Context: an optimization exercise on an open-source flow, tuned for small area, a short achievable clock period and few clock cycles per item. The choices shown serve that exercise and are no tape-out recipe. No functional check of the RTL was part of any run shown here.

File: flow/design.v
module sub_bytes_engine #(
   parameter int WORD_BYTES = 16,
   parameter int LANES      = 1,
   parameter int INVERSE_EN = 1
) (
   input  logic                    clk,
   input  logic                    rst_n,
   input  logic                    in_valid,
   output logic                    in_ready,
   input  logic [8*WORD_BYTES-1:0] in_data,
   input  logic                    in_inv,
   output logic                    out_valid,
   input  logic                    out_ready,
   output logic [8*WORD_BYTES-1:0] out_data,
   output logic                    busy
);
   logic                    v1_q, v2_q;
   logic                    inv1_q, inv2_q;
   logic                    in_inv_e;
   logic                    en;
   logic [8*WORD_BYTES-1:0] s1_d, s1_q;
   logic [8*WORD_BYTES-1:0] s2_d, s2_q;
   assign in_inv_e = in_inv & (INVERSE_EN != 0);
   for (genvar i = 0; i < WORD_BYTES; i++) begin : g_byte
      sb_s01 u_s01 (.si(in_data[8*i +: 8]), .inv(in_inv_e), .so(s1_d[8*i +: 8]));
      sb_s14 u_s14 (.si(s1_q[8*i +: 8]), .inv(1'b0), .so(s2_d[8*i +: 8]));
      sb_s45 u_s45 (.si(s2_q[8*i +: 8]), .inv(inv2_q), .so(out_data[8*i +: 8]));
   end
   assign en        = ~v2_q | out_ready;
   sb_ready u_ready (.full(v2_q), .taken(out_ready), .ready(in_ready));
   assign out_valid = v2_q;
   assign busy      = v1_q | v2_q;
   always_ff @(posedge clk or negedge rst_n) begin
      if (!rst_n) begin
         v1_q <= 1'b0;
         v2_q <= 1'b0;
      end else if (en) begin
         v1_q <= in_valid;
         v2_q <= v1_q;
      end
   end
   always_ff @(posedge clk) begin
      if (en) begin
         inv1_q <= in_inv_e;
         s1_q   <= s1_d;
         inv2_q <= inv1_q;
         s2_q   <= s2_d;
      end
   end
endmodule
module sb_ready(input logic full, input logic taken, output logic ready);
   assign ready = ~full | taken;
endmodule
module sb_s01(si, inv, so);
  input [7:0] si;
  wire [7:0] si;
  input inv;
  wire inv;
  output [7:0] so;
  wire [7:0] so;
  wire _00_;
  wire _01_;
  wire _02_;
  wire _03_;
  wire _04_;
  wire _05_;
  wire _06_;
  wire _07_;
  wire _08_;
  wire _09_;
  wire _10_;
  wire _11_;
  wire _12_;
  wire _13_;
  wire _14_;
  wire _15_;
  wire _16_;
  wire _17_;
  wire _18_;
  wire _19_;
  wire _20_;
  wire _21_;
  wire _22_;
  wire _23_;
  wire _24_;
  wire _25_;
  wire _26_;
  wire _27_;
  wire _28_;
  wire _29_;
  wire _30_;
  wire _31_;
  c_clkinv_1 _32_ (
    .A(inv),
    .Y(_00_)
  );
  c_xor2_1 _33_ (
    .A(si[0]),
    .B(si[7]),
    .X(_01_)
  );
  c_xnor2_1 _34_ (
    .A(si[6]),
    .B(_01_),
    .Y(_02_)
  );
  c_xnor2_1 _35_ (
    .A(si[0]),
    .B(si[4]),
    .Y(_03_)
  );
  c_clkinv_1 _36_ (
    .A(si[5]),
    .Y(_04_)
  );
  c_xor2_1 _37_ (
    .A(si[6]),
    .B(si[2]),
    .X(_05_)
  );
  c_xor2_1 _38_ (
    .A(_04_),
    .B(_05_),
    .X(_06_)
  );
  c_a21oi_1 _39_ (
    .A1(_06_),
    .A2(_03_),
    .B1(inv),
    .Y(_07_)
  );
  c_o21ai_0 _40_ (
    .A1(_03_),
    .A2(_06_),
    .B1(_07_),
    .Y(_08_)
  );
  c_o21ai_0 _41_ (
    .A1(_00_),
    .A2(_02_),
    .B1(_08_),
    .Y(so[6])
  );
  c_xnor2_1 _42_ (
    .A(si[1]),
    .B(si[3]),
    .Y(_09_)
  );
  c_xnor2_1 _43_ (
    .A(_03_),
    .B(_09_),
    .Y(_10_)
  );
  c_nand2_1 _44_ (
    .A(_10_),
    .B(inv),
    .Y(_11_)
  );
  c_o21ai_0 _45_ (
    .A1(inv),
    .A2(_09_),
    .B1(_11_),
    .Y(_12_)
  );
  c_xor2_1 _46_ (
    .A(_01_),
    .B(_12_),
    .X(so[5])
  );
  c_xor2_1 _47_ (
    .A(si[7]),
    .B(si[2]),
    .X(_13_)
  );
  c_xnor2_1 _48_ (
    .A(si[7]),
    .B(si[1]),
    .Y(_14_)
  );
  c_xnor2_1 _49_ (
    .A(_03_),
    .B(_14_),
    .Y(_15_)
  );
  c_clkinv_1 _50_ (
    .A(_15_),
    .Y(_16_)
  );
  c_nand2_1 _51_ (
    .A(_09_),
    .B(inv),
    .Y(_17_)
  );
  c_o21ai_0 _52_ (
    .A1(inv),
    .A2(_16_),
    .B1(_17_),
    .Y(_18_)
  );
  c_xnor2_1 _53_ (
    .A(_05_),
    .B(_18_),
    .Y(so[2])
  );
  c_nand2_1 _54_ (
    .A(so[2]),
    .B(_00_),
    .Y(_19_)
  );
  c_nand2_1 _55_ (
    .A(_19_),
    .B(_17_),
    .Y(_20_)
  );
  c_xor2_1 _56_ (
    .A(_13_),
    .B(_20_),
    .X(so[4])
  );
  c_nand2_1 _57_ (
    .A(_14_),
    .B(inv),
    .Y(_21_)
  );
  c_o21ai_0 _58_ (
    .A1(inv),
    .A2(_10_),
    .B1(_21_),
    .Y(so[3])
  );
  c_nand2_1 _59_ (
    .A(_16_),
    .B(si[5]),
    .Y(_22_)
  );
  c_nand2_1 _60_ (
    .A(_15_),
    .B(_04_),
    .Y(_23_)
  );
  c_clkinv_1 _61_ (
    .A(_09_),
    .Y(_24_)
  );
  c_nand2_1 _62_ (
    .A(_02_),
    .B(_24_),
    .Y(_25_)
  );
  c_nor2_1 _63_ (
    .A(_24_),
    .B(_02_),
    .Y(_26_)
  );
  c_nor2_1 _64_ (
    .A(inv),
    .B(_26_),
    .Y(_27_)
  );
  c_a32oi_1 _65_ (
    .A1(_22_),
    .A2(inv),
    .A3(_23_),
    .B1(_25_),
    .B2(_27_),
    .Y(so[7])
  );
  c_a21oi_1 _66_ (
    .A1(_01_),
    .A2(si[2]),
    .B1(inv),
    .Y(_28_)
  );
  c_o21ai_0 _67_ (
    .A1(si[2]),
    .A2(_01_),
    .B1(_28_),
    .Y(_29_)
  );
  c_o21ai_0 _68_ (
    .A1(_00_),
    .A2(_06_),
    .B1(_29_),
    .Y(so[1])
  );
  c_nand2_1 _69_ (
    .A(inv),
    .B(si[1]),
    .Y(_30_)
  );
  c_nand2_1 _70_ (
    .A(_29_),
    .B(_30_),
    .Y(_31_)
  );
  c_xor2_1 _71_ (
    .A(_24_),
    .B(_31_),
    .X(so[0])
  );
endmodule
module sb_s14(si, inv, so);
  input [7:0] si;
  wire [7:0] si;
  input inv;
  wire inv;
  output [7:0] so;
  wire [7:0] so;
  wire _000_;
  wire _001_;
  wire _002_;
  wire _003_;
  wire _004_;
  wire _005_;
  wire _006_;
  wire _007_;
  wire _008_;
  wire _009_;
  wire _010_;
  wire _011_;
  wire _012_;
  wire _013_;
  wire _014_;
  wire _015_;
  wire _016_;
  wire _017_;
  wire _018_;
  wire _019_;
  wire _020_;
  wire _021_;
  wire _022_;
  wire _023_;
  wire _024_;
  wire _025_;
  wire _026_;
  wire _027_;
  wire _028_;
  wire _029_;
  wire _030_;
  wire _031_;
  wire _032_;
  wire _033_;
  wire _034_;
  wire _035_;
  wire _036_;
  wire _037_;
  wire _038_;
  wire _039_;
  wire _040_;
  wire _041_;
  wire _042_;
  wire _043_;
  wire _044_;
  wire _045_;
  wire _046_;
  wire _047_;
  wire _048_;
  wire _049_;
  wire _050_;
  wire _051_;
  wire _052_;
  wire _053_;
  wire _054_;
  wire _055_;
  wire _056_;
  wire _057_;
  wire _058_;
  wire _059_;
  wire _060_;
  wire _061_;
  wire _062_;
  wire _063_;
  wire _064_;
  wire _065_;
  wire _066_;
  wire _067_;
  wire _068_;
  wire _069_;
  wire _070_;
  wire _071_;
  wire _072_;
  wire _073_;
  wire _074_;
  wire _075_;
  wire _076_;
  wire _077_;
  wire _078_;
  wire _079_;
  wire _080_;
  wire _081_;
  wire _082_;
  wire _083_;
  wire _084_;
  wire _085_;
  wire _086_;
  wire _087_;
  wire _088_;
  wire _089_;
  wire _090_;
  wire _091_;
  wire _092_;
  wire _093_;
  wire _094_;
  wire _095_;
  wire _096_;
  wire _097_;
  wire _098_;
  wire _099_;
  wire _100_;
  wire _101_;
  wire _102_;
  wire _103_;
  wire _104_;
  wire _105_;
  wire _106_;
  wire _107_;
  wire _108_;
  wire _109_;
  wire _110_;
  wire _111_;
  wire _112_;
  wire _113_;
  wire _114_;
  wire _115_;
  c_xor2_1 _116_ (
    .A(si[0]),
    .B(si[2]),
    .X(_033_)
  );
  c_xor2_1 _117_ (
    .A(si[4]),
    .B(si[6]),
    .X(_034_)
  );
  c_nand2_1 _118_ (
    .A(_033_),
    .B(_034_),
    .Y(_035_)
  );
  c_xor2_1 _119_ (
    .A(si[3]),
    .B(si[1]),
    .X(_036_)
  );
  c_xor2_1 _120_ (
    .A(si[7]),
    .B(si[5]),
    .X(_037_)
  );
  c_nand2_1 _121_ (
    .A(_036_),
    .B(_037_),
    .Y(_038_)
  );
  c_xor2_1 _122_ (
    .A(_035_),
    .B(_038_),
    .X(_039_)
  );
  c_nor2_1 _123_ (
    .A(si[7]),
    .B(si[3]),
    .Y(_040_)
  );
  c_clkinv_1 _124_ (
    .A(si[7]),
    .Y(_041_)
  );
  c_clkinv_1 _125_ (
    .A(si[3]),
    .Y(_042_)
  );
  c_nor2_1 _126_ (
    .A(_041_),
    .B(_042_),
    .Y(_043_)
  );
  c_nor2_1 _127_ (
    .A(_040_),
    .B(_043_),
    .Y(_044_)
  );
  c_clkinv_1 _128_ (
    .A(si[4]),
    .Y(_045_)
  );
  c_clkinv_1 _129_ (
    .A(si[0]),
    .Y(_046_)
  );
  c_nor2_1 _130_ (
    .A(_045_),
    .B(_046_),
    .Y(_047_)
  );
  c_nor2_1 _131_ (
    .A(si[5]),
    .B(si[1]),
    .Y(_048_)
  );
  c_clkinv_1 _132_ (
    .A(si[1]),
    .Y(_049_)
  );
  c_nand2_1 _133_ (
    .A(_046_),
    .B(_049_),
    .Y(_050_)
  );
  c_clkinv_1 _134_ (
    .A(si[5]),
    .Y(_051_)
  );
  c_nand2_1 _135_ (
    .A(_045_),
    .B(_051_),
    .Y(_052_)
  );
  c_nand2_1 _136_ (
    .A(si[0]),
    .B(si[1]),
    .Y(_053_)
  );
  c_nand3_1 _137_ (
    .A(_050_),
    .B(_052_),
    .C(_053_),
    .Y(_054_)
  );
  c_a21oi_1 _138_ (
    .A1(si[4]),
    .A2(si[5]),
    .B1(_054_),
    .Y(_055_)
  );
  c_nor2_1 _139_ (
    .A(_047_),
    .B(_055_),
    .Y(_056_)
  );
  c_a21oi_1 _140_ (
    .A1(_047_),
    .A2(_048_),
    .B1(_056_),
    .Y(_057_)
  );
  c_xor2_1 _141_ (
    .A(_044_),
    .B(_057_),
    .X(_058_)
  );
  c_xor2_1 _142_ (
    .A(_039_),
    .B(_058_),
    .X(_059_)
  );
  c_xor2_1 _143_ (
    .A(si[6]),
    .B(si[2]),
    .X(_060_)
  );
  c_nor2_1 _144_ (
    .A(_051_),
    .B(_049_),
    .Y(_061_)
  );
  c_nor2_1 _145_ (
    .A(_048_),
    .B(_061_),
    .Y(_062_)
  );
  c_xnor2_1 _146_ (
    .A(_060_),
    .B(_062_),
    .Y(_063_)
  );
  c_xor2_1 _147_ (
    .A(si[3]),
    .B(si[2]),
    .X(_064_)
  );
  c_xor2_1 _148_ (
    .A(si[7]),
    .B(si[6]),
    .X(_065_)
  );
  c_nand2_1 _149_ (
    .A(_064_),
    .B(_065_),
    .Y(_066_)
  );
  c_xor2_1 _150_ (
    .A(_043_),
    .B(_066_),
    .X(_067_)
  );
  c_xor2_1 _151_ (
    .A(_063_),
    .B(_067_),
    .X(_068_)
  );
  c_xnor2_1 _152_ (
    .A(_036_),
    .B(_033_),
    .Y(_069_)
  );
  c_xnor2_1 _153_ (
    .A(_034_),
    .B(_037_),
    .Y(_070_)
  );
  c_nor2_1 _154_ (
    .A(_069_),
    .B(_070_),
    .Y(_071_)
  );
  c_xnor2_1 _155_ (
    .A(_035_),
    .B(_071_),
    .Y(_072_)
  );
  c_xor2_1 _156_ (
    .A(_068_),
    .B(_072_),
    .X(_073_)
  );
  c_clkinv_1 _157_ (
    .A(_073_),
    .Y(_074_)
  );
  c_xor2_1 _158_ (
    .A(_061_),
    .B(_055_),
    .X(_075_)
  );
  c_xnor2_1 _159_ (
    .A(_060_),
    .B(_075_),
    .Y(_076_)
  );
  c_xnor2_1 _160_ (
    .A(_076_),
    .B(_072_),
    .Y(_077_)
  );
  c_o21ai_0 _161_ (
    .A1(_059_),
    .A2(_074_),
    .B1(_077_),
    .Y(_078_)
  );
  c_nor2_1 _162_ (
    .A(si[4]),
    .B(si[0]),
    .Y(_079_)
  );
  c_nor2_1 _163_ (
    .A(_079_),
    .B(_047_),
    .Y(_080_)
  );
  c_xnor2_1 _164_ (
    .A(_044_),
    .B(_062_),
    .Y(_081_)
  );
  c_xor2_1 _165_ (
    .A(_080_),
    .B(_081_),
    .X(_082_)
  );
  c_nand2_1 _166_ (
    .A(si[6]),
    .B(si[2]),
    .Y(_083_)
  );
  c_nor2_1 _167_ (
    .A(_083_),
    .B(_040_),
    .Y(_084_)
  );
  c_a31oi_1 _168_ (
    .A1(_065_),
    .A2(_064_),
    .A3(_083_),
    .B1(_084_),
    .Y(_085_)
  );
  c_xor2_1 _169_ (
    .A(_085_),
    .B(_039_),
    .X(_086_)
  );
  c_or2_2 _170_ (
    .A(_082_),
    .B(_086_),
    .X(_087_)
  );
  c_nand2_1 _171_ (
    .A(_086_),
    .B(_082_),
    .Y(_088_)
  );
  c_nand2_1 _172_ (
    .A(_087_),
    .B(_088_),
    .Y(_089_)
  );
  c_clkinv_1 _173_ (
    .A(_089_),
    .Y(_090_)
  );
  c_nand2_1 _174_ (
    .A(_078_),
    .B(_090_),
    .Y(_091_)
  );
  c_nor2_1 _175_ (
    .A(_059_),
    .B(_090_),
    .Y(_092_)
  );
  c_nand2_1 _176_ (
    .A(_077_),
    .B(_073_),
    .Y(_093_)
  );
  c_nand2_1 _177_ (
    .A(_092_),
    .B(_093_),
    .Y(_094_)
  );
  c_nand2_1 _178_ (
    .A(_091_),
    .B(_094_),
    .Y(_095_)
  );
  c_clkinv_1 _179_ (
    .A(_095_),
    .Y(_096_)
  );
  c_nand2_1 _180_ (
    .A(_096_),
    .B(si[2]),
    .Y(_097_)
  );
  c_xor2_1 _181_ (
    .A(_093_),
    .B(_092_),
    .X(_098_)
  );
  c_nand2_1 _182_ (
    .A(_098_),
    .B(_077_),
    .Y(_099_)
  );
  c_nand2_1 _183_ (
    .A(_099_),
    .B(_096_),
    .Y(_100_)
  );
  c_or2_2 _184_ (
    .A(_059_),
    .B(_077_),
    .X(_101_)
  );
  c_nand3_1 _185_ (
    .A(_100_),
    .B(_064_),
    .C(_101_),
    .Y(_102_)
  );
  c_xor2_1 _186_ (
    .A(_097_),
    .B(_102_),
    .X(_103_)
  );
  c_nand2_1 _187_ (
    .A(_077_),
    .B(_089_),
    .Y(_104_)
  );
  c_nand2_1 _188_ (
    .A(_104_),
    .B(_073_),
    .Y(_105_)
  );
  c_nand2_1 _189_ (
    .A(_105_),
    .B(_059_),
    .Y(_106_)
  );
  c_nand2_1 _190_ (
    .A(_094_),
    .B(_106_),
    .Y(_107_)
  );
  c_clkinv_1 _191_ (
    .A(_107_),
    .Y(_108_)
  );
  c_nand2_1 _192_ (
    .A(_108_),
    .B(_095_),
    .Y(_109_)
  );
  c_o21ai_0 _193_ (
    .A1(_095_),
    .A2(_106_),
    .B1(_109_),
    .Y(_110_)
  );
  c_nand2_1 _194_ (
    .A(_110_),
    .B(_033_),
    .Y(_111_)
  );
  c_nand2_1 _195_ (
    .A(_098_),
    .B(_073_),
    .Y(_112_)
  );
  c_nand2_1 _196_ (
    .A(_074_),
    .B(_089_),
    .Y(_113_)
  );
  c_nand2_1 _197_ (
    .A(_112_),
    .B(_113_),
    .Y(_114_)
  );
  c_nand2_1 _198_ (
    .A(_099_),
    .B(_101_),
    .Y(_115_)
  );
  c_xnor2_1 _199_ (
    .A(_114_),
    .B(_115_),
    .Y(_000_)
  );
  c_clkinv_1 _200_ (
    .A(_000_),
    .Y(_001_)
  );
  c_nand2_1 _201_ (
    .A(_001_),
    .B(_036_),
    .Y(_002_)
  );
  c_xor2_1 _202_ (
    .A(_111_),
    .B(_002_),
    .X(_003_)
  );
  c_xor2_1 _203_ (
    .A(_103_),
    .B(_003_),
    .X(so[6])
  );
  c_nand2_1 _204_ (
    .A(_108_),
    .B(si[0]),
    .Y(_004_)
  );
  c_nand2_1 _205_ (
    .A(_112_),
    .B(_108_),
    .Y(_005_)
  );
  c_nand4_1 _206_ (
    .A(_005_),
    .B(_113_),
    .C(_053_),
    .D(_050_),
    .Y(_006_)
  );
  c_xor2_1 _207_ (
    .A(_004_),
    .B(_006_),
    .X(_007_)
  );
  c_xor2_1 _208_ (
    .A(_007_),
    .B(_003_),
    .X(so[4])
  );
  c_nand2_1 _209_ (
    .A(_096_),
    .B(si[6]),
    .Y(_008_)
  );
  c_nand3_1 _210_ (
    .A(_100_),
    .B(_065_),
    .C(_101_),
    .Y(_009_)
  );
  c_xor2_1 _211_ (
    .A(_008_),
    .B(_009_),
    .X(_010_)
  );
  c_nand2_1 _212_ (
    .A(_110_),
    .B(_034_),
    .Y(_011_)
  );
  c_nand2_1 _213_ (
    .A(_001_),
    .B(_037_),
    .Y(_012_)
  );
  c_xor2_1 _214_ (
    .A(_011_),
    .B(_012_),
    .X(_013_)
  );
  c_xor2_1 _215_ (
    .A(_010_),
    .B(_013_),
    .X(so[2])
  );
  c_nand2_1 _216_ (
    .A(_108_),
    .B(si[4]),
    .Y(_014_)
  );
  c_nand2_1 _217_ (
    .A(si[4]),
    .B(si[5]),
    .Y(_015_)
  );
  c_nand4_1 _218_ (
    .A(_005_),
    .B(_113_),
    .C(_015_),
    .D(_052_),
    .Y(_016_)
  );
  c_xor2_1 _219_ (
    .A(_014_),
    .B(_016_),
    .X(_017_)
  );
  c_xor2_1 _220_ (
    .A(_017_),
    .B(_013_),
    .X(so[0])
  );
  c_a22oi_1 _221_ (
    .A1(_090_),
    .A2(_059_),
    .B1(_078_),
    .B2(_105_),
    .Y(_018_)
  );
  c_clkinv_1 _222_ (
    .A(_070_),
    .Y(_019_)
  );
  c_nand2_1 _223_ (
    .A(_018_),
    .B(_019_),
    .Y(_020_)
  );
  c_xor2_1 _224_ (
    .A(_020_),
    .B(_011_),
    .X(_021_)
  );
  c_nor2_1 _225_ (
    .A(_041_),
    .B(_115_),
    .Y(_022_)
  );
  c_xor2_1 _226_ (
    .A(_009_),
    .B(_022_),
    .X(_023_)
  );
  c_xnor2_1 _227_ (
    .A(_021_),
    .B(_023_),
    .Y(so[3])
  );
  c_nor2_1 _228_ (
    .A(_051_),
    .B(_114_),
    .Y(_024_)
  );
  c_xnor2_1 _229_ (
    .A(_024_),
    .B(_016_),
    .Y(_025_)
  );
  c_xor2_1 _230_ (
    .A(_021_),
    .B(_025_),
    .X(so[1])
  );
  c_clkinv_1 _231_ (
    .A(_069_),
    .Y(_026_)
  );
  c_nand2_1 _232_ (
    .A(_018_),
    .B(_026_),
    .Y(_027_)
  );
  c_xor2_1 _233_ (
    .A(_027_),
    .B(_111_),
    .X(_028_)
  );
  c_nor2_1 _234_ (
    .A(_042_),
    .B(_115_),
    .Y(_029_)
  );
  c_xor2_1 _235_ (
    .A(_102_),
    .B(_029_),
    .X(_030_)
  );
  c_xnor2_1 _236_ (
    .A(_028_),
    .B(_030_),
    .Y(so[7])
  );
  c_nor2_1 _237_ (
    .A(_049_),
    .B(_114_),
    .Y(_031_)
  );
  c_xnor2_1 _238_ (
    .A(_031_),
    .B(_006_),
    .Y(_032_)
  );
  c_xor2_1 _239_ (
    .A(_028_),
    .B(_032_),
    .X(so[5])
  );
endmodule
module sb_s45(si, inv, so);
  input [7:0] si;
  wire [7:0] si;
  input inv;
  wire inv;
  output [7:0] so;
  wire [7:0] so;
  wire _000_;
  wire _001_;
  wire _002_;
  wire _003_;
  wire _004_;
  wire _005_;
  wire _006_;
  wire _007_;
  wire _008_;
  wire _009_;
  wire _010_;
  wire _011_;
  wire _012_;
  wire _013_;
  wire _014_;
  wire _015_;
  wire _016_;
  wire _017_;
  wire _018_;
  wire _019_;
  wire _020_;
  wire _021_;
  wire _022_;
  wire _023_;
  wire _024_;
  wire _025_;
  wire _026_;
  wire _027_;
  wire _028_;
  wire _029_;
  wire _030_;
  wire _031_;
  wire _032_;
  wire _033_;
  wire _034_;
  wire _035_;
  wire _036_;
  wire _037_;
  wire _038_;
  wire _039_;
  wire _040_;
  wire _041_;
  wire _042_;
  wire _043_;
  wire _044_;
  wire _045_;
  wire _046_;
  wire _047_;
  wire _048_;
  c_clkinv_1 _049_ (
    .A(si[5]),
    .Y(_000_)
  );
  c_nand2_1 _050_ (
    .A(_000_),
    .B(si[7]),
    .Y(_001_)
  );
  c_clkinv_1 _051_ (
    .A(si[7]),
    .Y(_002_)
  );
  c_nand2_1 _052_ (
    .A(_002_),
    .B(si[5]),
    .Y(_003_)
  );
  c_nand2_1 _053_ (
    .A(_001_),
    .B(_003_),
    .Y(_004_)
  );
  c_clkinv_1 _054_ (
    .A(_004_),
    .Y(_005_)
  );
  c_xor2_1 _055_ (
    .A(si[1]),
    .B(si[3]),
    .X(_006_)
  );
  c_xnor2_1 _056_ (
    .A(si[2]),
    .B(si[6]),
    .Y(_007_)
  );
  c_a21oi_1 _057_ (
    .A1(_006_),
    .A2(_007_),
    .B1(inv),
    .Y(_008_)
  );
  c_o21ai_0 _058_ (
    .A1(_006_),
    .A2(_007_),
    .B1(_008_),
    .Y(_009_)
  );
  c_xor2_1 _059_ (
    .A(_005_),
    .B(_009_),
    .X(so[6])
  );
  c_clkinv_1 _060_ (
    .A(inv),
    .Y(_010_)
  );
  c_xnor2_1 _061_ (
    .A(si[1]),
    .B(si[3]),
    .Y(_011_)
  );
  c_clkinv_1 _062_ (
    .A(si[2]),
    .Y(_012_)
  );
  c_nand2_1 _063_ (
    .A(_012_),
    .B(si[0]),
    .Y(_013_)
  );
  c_clkinv_1 _064_ (
    .A(si[0]),
    .Y(_014_)
  );
  c_nand2_1 _065_ (
    .A(_014_),
    .B(si[2]),
    .Y(_015_)
  );
  c_and2_2 _066_ (
    .A(_013_),
    .B(_015_),
    .X(_016_)
  );
  c_xor2_1 _067_ (
    .A(si[5]),
    .B(si[4]),
    .X(_017_)
  );
  c_nand2_1 _068_ (
    .A(_016_),
    .B(_017_),
    .Y(_018_)
  );
  c_xnor2_1 _069_ (
    .A(si[5]),
    .B(si[4]),
    .Y(_019_)
  );
  c_nand2_1 _070_ (
    .A(_013_),
    .B(_015_),
    .Y(_020_)
  );
  c_nand2_1 _071_ (
    .A(_019_),
    .B(_020_),
    .Y(_021_)
  );
  c_nand3_1 _072_ (
    .A(_018_),
    .B(_010_),
    .C(_021_),
    .Y(_022_)
  );
  c_o21ai_0 _073_ (
    .A1(_010_),
    .A2(_011_),
    .B1(_022_),
    .Y(_023_)
  );
  c_xnor2_1 _074_ (
    .A(si[7]),
    .B(si[6]),
    .Y(_024_)
  );
  c_nand2_1 _075_ (
    .A(_023_),
    .B(_024_),
    .Y(_025_)
  );
  c_xor2_1 _076_ (
    .A(si[7]),
    .B(si[6]),
    .X(_026_)
  );
  c_o211ai_1 _077_ (
    .A1(_010_),
    .A2(_011_),
    .B1(_026_),
    .C1(_022_),
    .Y(_027_)
  );
  c_nand2_1 _078_ (
    .A(_025_),
    .B(_027_),
    .Y(so[5])
  );
  c_nand2_1 _079_ (
    .A(_006_),
    .B(_024_),
    .Y(_028_)
  );
  c_nand2_1 _080_ (
    .A(_026_),
    .B(_011_),
    .Y(_029_)
  );
  c_nand2_1 _081_ (
    .A(_028_),
    .B(_029_),
    .Y(_030_)
  );
  c_nand2_1 _082_ (
    .A(_016_),
    .B(inv),
    .Y(_031_)
  );
  c_o21ai_0 _083_ (
    .A1(inv),
    .A2(_030_),
    .B1(_031_),
    .Y(_032_)
  );
  c_nand2_1 _084_ (
    .A(_032_),
    .B(_017_),
    .Y(_033_)
  );
  c_o211ai_1 _085_ (
    .A1(inv),
    .A2(_030_),
    .B1(_019_),
    .C1(_031_),
    .Y(_034_)
  );
  c_nand2_1 _086_ (
    .A(_033_),
    .B(_034_),
    .Y(so[7])
  );
  c_xor2_1 _087_ (
    .A(si[3]),
    .B(si[0]),
    .X(_035_)
  );
  c_xor2_1 _088_ (
    .A(si[2]),
    .B(si[4]),
    .X(_036_)
  );
  c_nand2_1 _089_ (
    .A(_000_),
    .B(_010_),
    .Y(_037_)
  );
  c_o21ai_0 _090_ (
    .A1(_010_),
    .A2(_036_),
    .B1(_037_),
    .Y(_038_)
  );
  c_xnor2_1 _091_ (
    .A(_035_),
    .B(_038_),
    .Y(so[4])
  );
  c_xnor2_1 _092_ (
    .A(si[3]),
    .B(si[4]),
    .Y(_039_)
  );
  c_a21oi_1 _093_ (
    .A1(_005_),
    .A2(_039_),
    .B1(_010_),
    .Y(_040_)
  );
  c_o21ai_0 _094_ (
    .A1(_005_),
    .A2(_039_),
    .B1(_040_),
    .Y(_041_)
  );
  c_o21ai_0 _095_ (
    .A1(inv),
    .A2(_014_),
    .B1(_041_),
    .Y(so[3])
  );
  c_nand2_1 _096_ (
    .A(si[5]),
    .B(inv),
    .Y(_042_)
  );
  c_o21ai_0 _097_ (
    .A1(inv),
    .A2(_039_),
    .B1(_042_),
    .Y(_043_)
  );
  c_xor2_1 _098_ (
    .A(si[0]),
    .B(_043_),
    .X(so[2])
  );
  c_nand2_1 _099_ (
    .A(_010_),
    .B(si[6]),
    .Y(_044_)
  );
  c_o21ai_0 _100_ (
    .A1(_010_),
    .A2(_035_),
    .B1(_044_),
    .Y(_045_)
  );
  c_xor2_1 _101_ (
    .A(si[1]),
    .B(si[4]),
    .X(_046_)
  );
  c_xnor2_1 _102_ (
    .A(_004_),
    .B(_046_),
    .Y(_047_)
  );
  c_xor2_1 _103_ (
    .A(_045_),
    .B(_047_),
    .X(so[1])
  );
  c_o21ai_0 _104_ (
    .A1(_010_),
    .A2(si[1]),
    .B1(_044_),
    .Y(_048_)
  );
  c_xnor2_1 _105_ (
    .A(_048_),
    .B(_036_),
    .Y(so[0])
  );
endmodule
module c_a21oi_1(input logic A1, input logic A2, input logic B1, output logic Y);
   assign Y = (~A1&~B1) | (~A2&~B1);
endmodule
module c_a22oi_1(input logic A1, input logic A2, input logic B1, input logic B2, output logic Y);
   assign Y = (~A1&~B1) | (~A1&~B2) | (~A2&~B1) | (~A2&~B2);
endmodule
module c_a31oi_1(input logic A1, input logic A2, input logic A3, input logic B1, output logic Y);
   assign Y = (~A1&~B1) | (~A2&~B1) | (~A3&~B1);
endmodule
module c_a32oi_1(input logic A1, input logic A2, input logic A3, input logic B1, input logic B2, output logic Y);
   assign Y = (~A1&~B1) | (~A1&~B2) | (~A2&~B1) | (~A3&~B1) | (~A2&~B2) | (~A3&~B2);
endmodule
module c_and2_2(input logic A, input logic B, output logic X);
   assign X = (A&B);
endmodule
module c_clkinv_1(input logic A, output logic Y);
   assign Y = (~A);
endmodule
module c_nand2_1(input logic A, input logic B, output logic Y);
   assign Y = (~A) | (~B);
endmodule
module c_nand3_1(input logic A, input logic B, input logic C, output logic Y);
   assign Y = (~A) | (~B) | (~C);
endmodule
module c_nand4_1(input logic A, input logic B, input logic C, input logic D, output logic Y);
   assign Y = (~A) | (~B) | (~C) | (~D);
endmodule
module c_nor2_1(input logic A, input logic B, output logic Y);
   assign Y = (~A&~B);
endmodule
module c_o211ai_1(input logic A1, input logic A2, input logic B1, input logic C1, output logic Y);
   assign Y = (~A1&~A2) | (~B1) | (~C1);
endmodule
module c_o21ai_0(input logic A1, input logic A2, input logic B1, output logic Y);
   assign Y = (~A1&~A2) | (~B1);
endmodule
module c_or2_2(input logic A, input logic B, output logic X);
   assign X = (A) | (B);
endmodule
module c_xnor2_1(input logic A, input logic B, output logic Y);
   assign Y = (~A&~B) | (A&B);
endmodule
module c_xor2_1(input logic A, input logic B, output logic X);
   assign X = (A&~B) | (~A&B);
endmodule
File: flow/flow/run.sh
#!/bin/bash
# The standard layout, with the port buffers made from sky130_fd_sc_hd__buf_2 instead of
# the buffer that buffer_ports picks by default (a slow delay cell).
set -euo pipefail
export BUFFER_PORTS_ARGS="-buffer_cell sky130_fd_sc_hd__buf_2"
bash standard.sh finish > standard_finish.log 2>&1
File: flow/standard.sh
#!/bin/bash
# synth_recipe.tcl (not shown) runs the flow's synth.tcl, then flattens the netlist and writes it again
# the make line also repeats each setting of config.mk as NAME=value (left out here)
make -C /OpenROAD-flow-scripts/flow DESIGN_CONFIG=/design/flow/config.mk WORK_HOME=/design/flow/orfs CLKGATE_MAP_FILE= SYNTH_SCRIPT=/design/flow/synth_recipe.tcl "${@:-finish}"
File: flow/config.mk
export PLATFORM = sky130hd
export DESIGN_NAME = sub_bytes_engine
export DESIGN_NICKNAME = sub_bytes_engine
export VERILOG_FILES = /design/flow/design.v
export SDC_FILE = /design/flow/constraint.sdc
export NUM_CORES = 4
export LEC_CHECK = 0
export CAP_MARGIN = 20
export CORE_MARGIN = 2
export CORE_UTILIZATION = 60
export SETUP_SLACK_MARGIN = 3.8
export SLEW_MARGIN = 20
export SYNTH_HIERARCHICAL = 1
export SYNTH_MINIMUM_KEEP_SIZE = 0
File: flow/constraint.sdc
create_clock -name core_clock -period 7.5 [get_ports {clk}]
set_input_delay 1.5000 -clock core_clock [delete_from_list [all_inputs] [get_ports {clk}]]
set_output_delay 1.5000 -clock core_clock [all_outputs]
set_load 0.01 [all_outputs]
==> results of run 1 <==
[cell usage in the layout, fill, tap and decap left out, drive strengths merged, types with 32 or more instances in the layout]
cell type  instances
a21oi             96
buf              281
clkbuf            34
clkinvlp          34
edfxtp           258
inv              354
nand2           1040
nand3             64
nand4             32
nor2             304
o211ai            32
o21ai            288
or2               33
xnor2            432
xor2             784
[path summary, 6_finish.rpt]
path | from | to | slack [ps]
min in group asynchronous | rst_n | v1_q | 700
min | inv1_q | inv2_q | 440
max | inv2_q | out_data[18] | 3850
min reg2reg | inv1_q | inv2_q | 440
max reg2reg | s1_q[50] | s2_q[48] | 4140
max in group asynchronous | rst_n | v2_q | 6710
[state kept, by name, summed over array words and instances (netlist names)]
signal	count
v1_q	1
v2_q	1
inv1_q	1
s1_q	128
inv2_q	1
s2_q	128
[area by class of cell]
type / instances / area share (%)
diodes: 3 / 0.0231
clock buffers: 33 / 2.41
clock inverters: 23 / 0.644
inverters: 368 / 4.43
multi-input cells: 3173 / 60.9
flip-flops and latches: 260 / 24.0
well taps: 615 / 2.37
repair buffers: 284 / 4.96
repair inverters: 13 / 0.247
[worst register-to-register path, cell delays in order, from the launching register on]
cell      delay, ps
edfxtp_1        490
xor2_1          340
nand2_1         150
xor2_1          290
xor2_1          120
or2_1           230
nand2_1         110
inv_1            80
nor2_1          160
xor2_1          220
nand2_1         100
nand2_1         160
xnor2_1         130
inv_1            70
nand2_1          80
xor2_1          260
xor2_1          120
[stage by stage]
stage	worst slack [ps]	area [sq um]	utilization, %
after floorplan	2090	28900	-
after global placement	3850	31000	65.1
after detailed placement	3810	31000	65.1
after CTS	3800	32200	67.5
after global routing	3730	32500	68.1
final	3850	32500	68.1
[routing by layer]
metal,vias to the layer above,GRT usage (%),share of wire [%]
li1,12776,-,-
met1,10866,31.5,46
met2,405,42.4,47
met3,92,3.24,4.4
met4,14,5.61,2.0
met5,-,0,0.14
[repair_timing]
item                                    CTS  global route
resized for setup                        13            30
hold buffers                              0             0
endpoints found under the setup margin   77            70
gates cloned                              2            14
setup buffers                             5             6
==> impl_metrics.toml, run 1 <==
[cells_and_area]
nets = 4263
multi_input_area_sq_um = 19800
drive_gt1_share_pct = 12.5
area_growth_pct = 12.4
fillers = 4199
fin_cells = 4772
regArea_sq_um = 7800

[critical_path]
cp-end-kind = "output pin"
critical_path_depth = 6
required_ps = 6000
cp_slowest_stage_delay_ps = 400
start_kind = "register"
reg2regPathDepth = 16
cp_max_fo = 21
crit_chain = "buf_4 > buf_16 > nand2_1 > o21ai_1 > xor2_1 > buf_2"
cp_top_family = "buffers and inverters"
crit_buf_inv = 3
worstPathArrival_ps = 2150
slowest_stage = "edfxtp_1"
critPathKind = "register to output pin"

[detailed_routing]
wl_microns = 61700
vias = 24153
drt_first_pass_iters = 5
postRouteAntennaNets = 0
via_per_inst = 5.06
post_drt_wl_per_cell_microns = 12.9
drc = 0
drt_iter0_drc = 1074

[global_route]
grt_max_degree = 118
grt_pass1_wl_microns = 102000
antenna_found_initial = 10
grt_pass1_vias = 22626
grt-ovfl-total = 0
grt_usage_pct = 24.1

[clocking]
cts_tree = "done"
htree_num_levels = 1
clock_sinks = 260
clk_path_buf_depth = 3
clkTransAtPathRegs_ps = 60
cts_root_buffer = "clkbuf_16"
cts_buffers = 30
insertion_delay_ps = 570

[sta]
final_max_slew_viol_count = 0
finalHoldViolCount = 0
whs_ps = 439
max_freq_ghz = 0.274
worst_pin_slew_ps = 1020
finalSetupTns_ps = 0
fin_skew_ps = 12.5
rsz0062_at_grt = "yes"
fin_crit_ps = 3650
period_share_pct = 48.7
setup_viol = 0
slew_headroom_pct = 32.2

[synth]
synth_warnings = 7
synthesis.nets = 3934
synth_cells = 3801
synth_area_per_cell_sq_um = 7.59
netlist_area_sq_um = 28900

[hold_path]
hold_class = "register to register"
worstHoldPathCells = 0

[floorplan]
num_rows = 80
die_h_microns = 223
die_x_microns = 223
dieArea_sq_um = 49900
core_area_sq_um = 47600
ios = 264
start_util_pct = 60.6

[placed_design]
port_buffers = 263
dpl.hpwl_microns = 48600
place_congestion = 0.889
placed_cells = 4686

[run]
maxCapViolations = 0

[run_status]
status = "timing/DRC/antenna clean"
==> inputs of run 2 (changes only) <==
==> flow/flow/run.sh (replaced) <==
#!/bin/bash
# The standard layout, with the port buffers made from sky130_fd_sc_hd__buf_1 instead of
# the buffer that buffer_ports picks by default (a slow delay cell).
set -euo pipefail
export BUFFER_PORTS_ARGS="-buffer_cell sky130_fd_sc_hd__buf_1"
bash standard.sh finish > standard_finish.log 2>&1
--- a/flow/config.mk
+++ b/flow/config.mk
@@ -10,3 +10,3 @@
 export CORE_UTILIZATION = 60
-export SETUP_SLACK_MARGIN = 3.8
+export SETUP_SLACK_MARGIN = 4.0
 export SLEW_MARGIN = 20
==> run 2 against run 1 <==
Against the previous run: critical endpoint is now out_data[16]; still clean on timing, DRC and antenna; via count rose by 3.2%; final area rose by 6.9%.
==> impl_metrics.toml, run 2 <==
[global_route]
grt_util_met2_pct = 43.2
grt_usage_pct = 25.5
grt_pass1_vias = 22668
grtUsageMet3_pct = 4.03
grt_util_met1_pct = 33.3
top_usage_layer = "met2"
grt_max_degree = 151
antenna_found_initial = 3
grt_pass1_wl_microns = 105000
grt-ovfl-total = 0

[sta]
slew_headroom_pct = 41.0
setup_viol = 0
period_share_pct = 47.9
finalHoldViolCount = 0
fin_skew_ps = 22.6
max_freq_ghz = 0.278
finalSetupTns_ps = 0
fin_crit_ps = 3590
final_max_slew_viol_count = 0
rsz0062_at_grt = "yes"
worst_pin_slew_ps = 885

[floorplan]
ios = 264
num_rows = 80
die_x_microns = 223
dieArea_sq_um = 49900
start_util_pct = 60.6
core_area_sq_um = 47600
die_h_microns = 223

[detailed_routing]
drt_iter0_drc = 1289
drc = 0
vias = 24937
post_drt_wl_per_cell_microns = 14.3
drt_first_pass_iters = 5
via_per_inst = 5.13
wl_microns = 69600
postRouteAntennaNets = 0

[run_status]
status = "timing/DRC/antenna clean"

[synth]
netlist_area_sq_um = 28900
synth_warnings = 7
synth_area_per_cell_sq_um = 7.59
synth_cells = 3801
synthesis.nets = 3934

[cells_and_area]
layout.cells.most_common = "nand2_1"
final_cell_mix = "nand2_1 (1011), xor2_1 (664), xnor2_1 (420), inv_1 (351), nor2_1 (301)"
reg_top3 = "s1_q (128), s2_q (128)"
drive_gt1_share_pct = 16.0
area_growth_pct = 20.2
final_core_util_pct = 72.8
fillers = 3913
nets = 4353

[clocking]
cts_root_buffer = "clkbuf_16"
hold_buffers = 0
cts_tree = "done"
clock_sinks = 260
cts_buffers = 34
clkTransAtPathRegs_ps = 60
insertion_delay_ps = 550
htree_num_levels = 2
clk_path_buf_depth = 3

[critical_path]
cp_max_fo = 8
required_ps = 6000
cp-end-kind = "output pin"
critPathKind = "register to output pin"
worstPathArrival_ps = 2090
ff2ff_setup_slack_ps = 4190
start_kind = "register"

[hold_path]
hold_class = "register to register"

[placed_design]
dpl.hpwl_microns = 48000
place_congestion = 0.860
port_buffers = 263

[run]
maxCapViolations = 0
[run 2: per-stage QoR]
step	worst slack (ps)	hold slack, ps	instances	area [sq um]
2_1_floorplan	2090	400	3801	28900
3_3_place_gp	3890	404	4684	30700
3_5_place_dp	3870	405	4684	30700
4_1_cts	3890	418	4775	32500
5_1_grt	3810	450	4861	34700
6_report	3910	434	4862	34700
[run 2: layer usage]
metal	wire (microns)	share of wire [%]
met1	30200	43
met2	33500	48
met3	3680	5.3
met4	2210	3.2
met5	11	0.016
[run 2: critical path, stage by stage (launching register included)]
cell,delay (ps)
edfxtp_1,390
buf_6,170
buf_12,150
clkinvlp_4,180
nand2_2,140
o21ai_2,80
xnor2_2,230
buf_2,180
[run 2: worst paths after layout]
kind | start | endpoint | cells past startpoint
max | inv2_q | out_data[16] | 7
min | inv1_q | inv2_q | 0
max reg2reg | s1_q[50] | s2_q[52] | 16
min reg2reg | inv1_q | inv2_q | 0
max in group asynchronous | rst_n | v2_q | 1
min in group asynchronous | rst_n | v1_q | 1
[run 2: cell type report]
type	count	area, sq um	share of cell area, %
clock buffers	41	941	2.71
inverters	368	1440	4.15
repair inverters	14	103	0.296
clock inverters	21	215	0.620
diodes	1	2.50	0.00721
repair buffers	369	2370	6.82
well taps	615	769	2.22
flip-flops and latches	260	7800	22.5
multi-input cells	3173	21100	60.7
[run 2: timing repair]
item / 4_1_cts / 5_1_grt
pin swaps: 5 / 58
resized for setup: 96 / 355
cloned: 15 / 15
endpoints found under the setup margin: 128 / 204
setup buffers: 14 / 71

## afterwards: timing with drivers on the ports
Ports are ideal in the flow. The routed layouts listed here were re-timed in OpenROAD. Step 1 assumes that a clkbuf_16 drives the clock port and a buf_2 every other input. Step 2 also shifts input and output timing later by t, the mid clock arrival at the registers, as if the neighbouring blocks saw the same clock. a / b / c = no drivers / after step 1 / after step 2; a / b = the first two.
run	shift t [ns]	setup WS [ns]	latest minus earliest clock arrival (ns)	pins driven straight from the clock port
run 1	0.625	3.848 / 3.789 / 3.747	0.017 / 0.017	1
run 2	0.600	3.909 / 3.849 / 3.858	0.024 / 0.024	1
After both steps every run listed still meets setup and hold. For run 1, which loses most, drivers alone change the setup slack by -0.059 ns; drivers and shift together by -0.101 ns.
